What follows belongs to an exercise in optimizing a design on an open flow for small area, a short achievable clock period and few clock cycles per item; a production flow would make more cautious choices.
Only simulation tests tie the RTL to the original design; equivalence was not proved.

==> v38 <==
// apu_cluster
module apu_cluster (
   input  logic         clk_i,
   input  logic         rst_i,
   input  logic [3:0]   req_i,
   input  logic [3:0]   type_i,
   input  logic [7:0]   op_i,
   input  logic [127:0] operand_a_i,
   input  logic [127:0] operand_b_i,
   output logic [3:0]   ack_o,
   output logic [3:0]   valid_o,
   output logic [127:0] result_o
);
Settings: LEC_CHECK=0, CAP_MARGIN=20, CORE_MARGIN=2, CORE_UTILIZATION=40, PLACE_DENSITY=0.6, SETUP_SLACK_MARGIN=5, SLEW_MARGIN=20, TNS_END_PERCENT=0; clock period 9.0 ns.
run.sh (not shown) runs the stock make flow with config.mk's settings and CLKGATE_MAP_FILE= SYNTH_SCRIPT=/design/flow/synth_recipe.tcl, a recipe that flattens the netlist after the stock synthesis.
==> v13 (differences from v38) <==
--- a/flow/design.v
+++ b/flow/design.v
@@ -60,20 +60,16 @@
    logic        a_div_q;     
    logic        a_r_q;       
    logic        a_nr_q;      
    logic        a_nq_q;      
    logic        cin_q;       
    logic        mskip_q;     
    logic        mlast_q;     
    logic        q_mhi_q;     
-   logic        qs_mlo_q;    
-   logic        qs_mhi_q;    
-   logic        qs_msk_q;    
-   logic        qs_mskhi_q;  
    logic        rneg_q;      
    logic [32:0] r_q;
    logic [31:0] q_q;
    logic        qm1_q;       
    logic [31:0] d_q;
    logic [34:0] p_q;
    assign busy = ph_neg_q | ph_div_q | ph_mul_q | ph_fa_q | ph_fin_q;
    logic [34:0] r_ext;
@@ -146,18 +142,16 @@
    end
    logic mskip_nxt;
    logic mlast_nxt;
    assign mskip_nxt = (mcnt_nxt <= 5'd24) &
                       ((~|mq_nxt[7:0] & ~mqm1_nxt) | (&mq_nxt[7:0] & mqm1_nxt));
    assign mlast_nxt = mskip_nxt ? (mcnt_nxt == 5'd24) : (mcnt_nxt == 5'd30);
    logic [2:0]  bd_nxt;
    assign bd_nxt = booth(mq_nxt[1], mq_nxt[0], mqm1_nxt);
-   logic        hi_nxt;      
-   assign hi_nxt = busy ? hi_q : (op_i != apu_pkg::MUL_LO);
    logic        in_sdiv;
    logic        in_dneg;
    logic [31:0] d_in;        
    assign in_sdiv = type_i & ~op_i[0];
    assign in_dneg = in_sdiv & operand_b_i[31];
    assign d_in    = in_dneg ? ~operand_b_i : operand_b_i;
    logic [34:0] m_sel;
    logic [2:0]  p_bd;
@@ -254,26 +248,16 @@
       a_div_q <= 1'b0;
       a_r_q   <= 1'b0;
       a_nr_q  <= 1'b0;
       a_nq_q  <= 1'b0;
       cin_q   <= 1'b0;
       mskip_q <= mskip_nxt;
       mlast_q <= mlast_nxt;
       q_mhi_q <= 1'b0;
-      qs_mlo_q   <= 1'b0;
-      qs_mhi_q   <= 1'b0;
-      qs_msk_q   <= 1'b0;
-      qs_mskhi_q <= 1'b0;
-      if (!rst_i && ((!busy && req_i && !type_i) || (ph_mul_q && !mlast_q))) begin
-         qs_mlo_q   <= ~mskip_nxt & ~(hi_nxt & mlast_nxt);
-         qs_mhi_q   <= ~mskip_nxt &  (hi_nxt & mlast_nxt);
-         qs_msk_q   <=  mskip_nxt & ~(hi_nxt & mlast_nxt);
-         qs_mskhi_q <=  mskip_nxt &  (hi_nxt & mlast_nxt);
-      end
       if (!busy) begin
          rneg_q <= 1'b0;
          if (type_i) begin
             if (in_sdiv & operand_a_i[31]) begin
                a_nq_q <= 1'b1;
                cin_q  <= 1'b1;
             end else begin
                a_div_q <= 1'b1;
@@ -327,57 +311,64 @@
       if (!busy) begin
          cnt_q <= '0;
       end else if (ph_mul_q) begin
          cnt_q <= mcnt_nxt;
       end else if (ph_div_q) begin
          cnt_q <= cnt_q + (skip16 ? 5'd16 : skip4 ? 5'd4 : 5'd1);
       end
    end
+   logic [32:0] r_div_pre;
+   logic [31:0] q_div_pre;
+   always_comb begin
+      if (skip16) begin
+         r_div_pre = {1'b0, x16[31:0]};
+         q_div_pre = {q_q[15:0], 16'h0000};
+      end else begin
+         r_div_pre = {1'b0, x4[31:0]};
+         q_div_pre = {q_q[27:0], 4'h0};
+      end
+   end
    logic [32:0] r_sh8;
    assign r_sh8 = {{8{r_q[32]}}, r_q[32:8]};
-   logic        dstep;       
-   logic        dsk16;       
-   logic        dsk4;        
-   assign dstep = ph_div_q & ~skip;
-   assign dsk16 = ph_div_q & skip16;
-   assign dsk4  = ph_div_q & ~skip16 & skip4;
-   logic [32:0] r_nxt;
-   logic [31:0] q_nxt;
-   assign r_nxt = ({33{qs_mlo_q | qs_mhi_q}}    & sum[34:2])
-                | ({33{dstep | ph_fa_q}}        & sum[32:0])
-                | ({33{qs_msk_q | qs_mskhi_q}}  & r_sh8)
-                | ({33{dsk16}}                  & {1'b0, x16[31:0]})
-                | ({33{dsk4}}                   & {1'b0, x4[31:0]})
-                | ({33{ph_neg_q | ph_fin_q}}    & r_q);
-   assign q_nxt = ({32{ph_neg_q | ph_fin_q}}    & sum[31:0])
-                | ({32{qs_mlo_q}}               & {sum[1:0], q_q[31:2]})
-                | ({32{qs_mhi_q}}               & sum[33:2])
-                | ({32{dstep}}                  & {q_q[30:0], ~sneg})
-                | ({32{~busy}}                  & operand_a_i)
-                | ({32{qs_msk_q}}               & {r_q[7:0], q_q[31:8]})
-                | ({32{qs_mskhi_q}}             & r_sh8[31:0])
-                | ({32{dsk16}}                  & {q_q[15:0], 16'h0000})
-                | ({32{dsk4}}                   & {q_q[27:0], 4'h0})
-                | ({32{ph_fa_q}}                & q_q);
    always_ff @(posedge clk_i) begin
-      r_q <= r_nxt;
-      q_q <= q_nxt;
       if (!busy) begin
+         r_q     <= '0;
+         q_q     <= operand_a_i;
          qm1_q   <= 1'b0;
          d_q     <= d_in;
          dneg_q  <= in_dneg;
          ext_q   <= ~type_i & (op_i == apu_pkg::MUL_H) & operand_b_i[31];
          rem_q   <= op_i[1];
          hi_q    <= op_i != apu_pkg::MUL_LO;
          uhi_q   <= (op_i == apu_pkg::MUL_HU) & operand_a_i[31];
          neg_r_q <= in_sdiv & operand_a_i[31];
          neg_q_q <= in_sdiv & (operand_a_i[31] ^ operand_b_i[31]) & (|operand_b_i);
-      end else if (ph_mul_q) begin
-         qm1_q <= mskip_q ? q_q[7] : q_q[1];
+      end else begin
+         if (ph_mul_q) begin
+            if (mskip_q) begin
+               r_q   <= r_sh8;
+               q_q   <= q_mhi_q ? r_sh8[31:0] : {r_q[7:0], q_q[31:8]};
+               qm1_q <= q_q[7];
+            end else begin
+               r_q   <= sum[34:2];
+               q_q   <= q_mhi_q ? sum[33:2] : {sum[1:0], q_q[31:2]};
+               qm1_q <= q_q[1];
+            end
+         end
+         if (ph_div_q) begin
+            r_q <= skip ? r_div_pre : sum[32:0];
+            q_q <= skip ? q_div_pre : {q_q[30:0], ~sneg};
+         end
+         if (ph_fa_q) begin
+            r_q <= sum[32:0];
+         end
+         if (ph_neg_q || ph_fin_q) begin
+            q_q <= sum[31:0];
+         end
       end
    end
    assign ack_o    = ack_q;
    assign valid_o  = valid_q;
    assign result_o = q_q;
 endmodule
 `timescale 1ns/1ps
 module apu_prefix_add #(
==> notes <==
- v38 produced a clean layout. v13 completed with no timing, DRC or antenna violations.
- Of v13 and v38, v38 has the higher sequential share of layout area (gap 1.1 points).
- In v13 the worst setup slack is better than in v38, by 0.0062 ns.
- In v13 the first-iteration DRC count is larger than in v38, by about 11%.
- Maximum frequency is about the same in v38 and v13.
- Against v13, the design area of v38 is smaller by 11%.
- In v13 the critical path depth is higher than in v38, by 3.
- Of v38 and v13, v38 has the higher flip-flop and latch count (gap 12).
- Of v13 and v38, v13 has the higher synthesized area (gap 10%, measured against v38).
Testbench counts of v38, summed over its fixed seeds: cycles 10,836, jobs 3,072.
Testbench counts of v13, summed over its fixed seeds: cycles 10,836, jobs 3,072.

[separate check: timing with driven ports]
The flow's constraints put no driver on any port. The routed layouts listed below were extracted and timed again, unchanged, in two steps.
Step 1 (the two cells are an assumption about what drives the block):
set clk [get_ports {clk_i}]
set_driving_cell -lib_cell sky130_fd_sc_hd__clkbuf_16 $clk
set_driving_cell -lib_cell sky130_fd_sc_hd__buf_2 [delete_from_list [all_inputs] $clk]
Step 2 also shifts input and output timing later by t, the mid clock arrival at the registers, as if the neighbouring blocks saw the same clock.
Three values: ideal ports, drivers, drivers and shift; two values: the first two.
| run | t (ns) | setup slack, ns | worst register clock-pin slew, ns | pins driven straight from the clock port |
|---|---|---|---|---|
| v38 | 0.710 | 4.495 / 4.495 / 3.980 | 0.07 / 0.07 | 1 |
| v13 | 0.768 | 4.501 / 4.501 / 3.962 | 0.07 / 0.07 | 1 |
After both steps every run listed still meets setup and hold. The setup slack of v13, which loses most, moves by 0.000 ns with the drivers and by -0.539 ns with both steps.
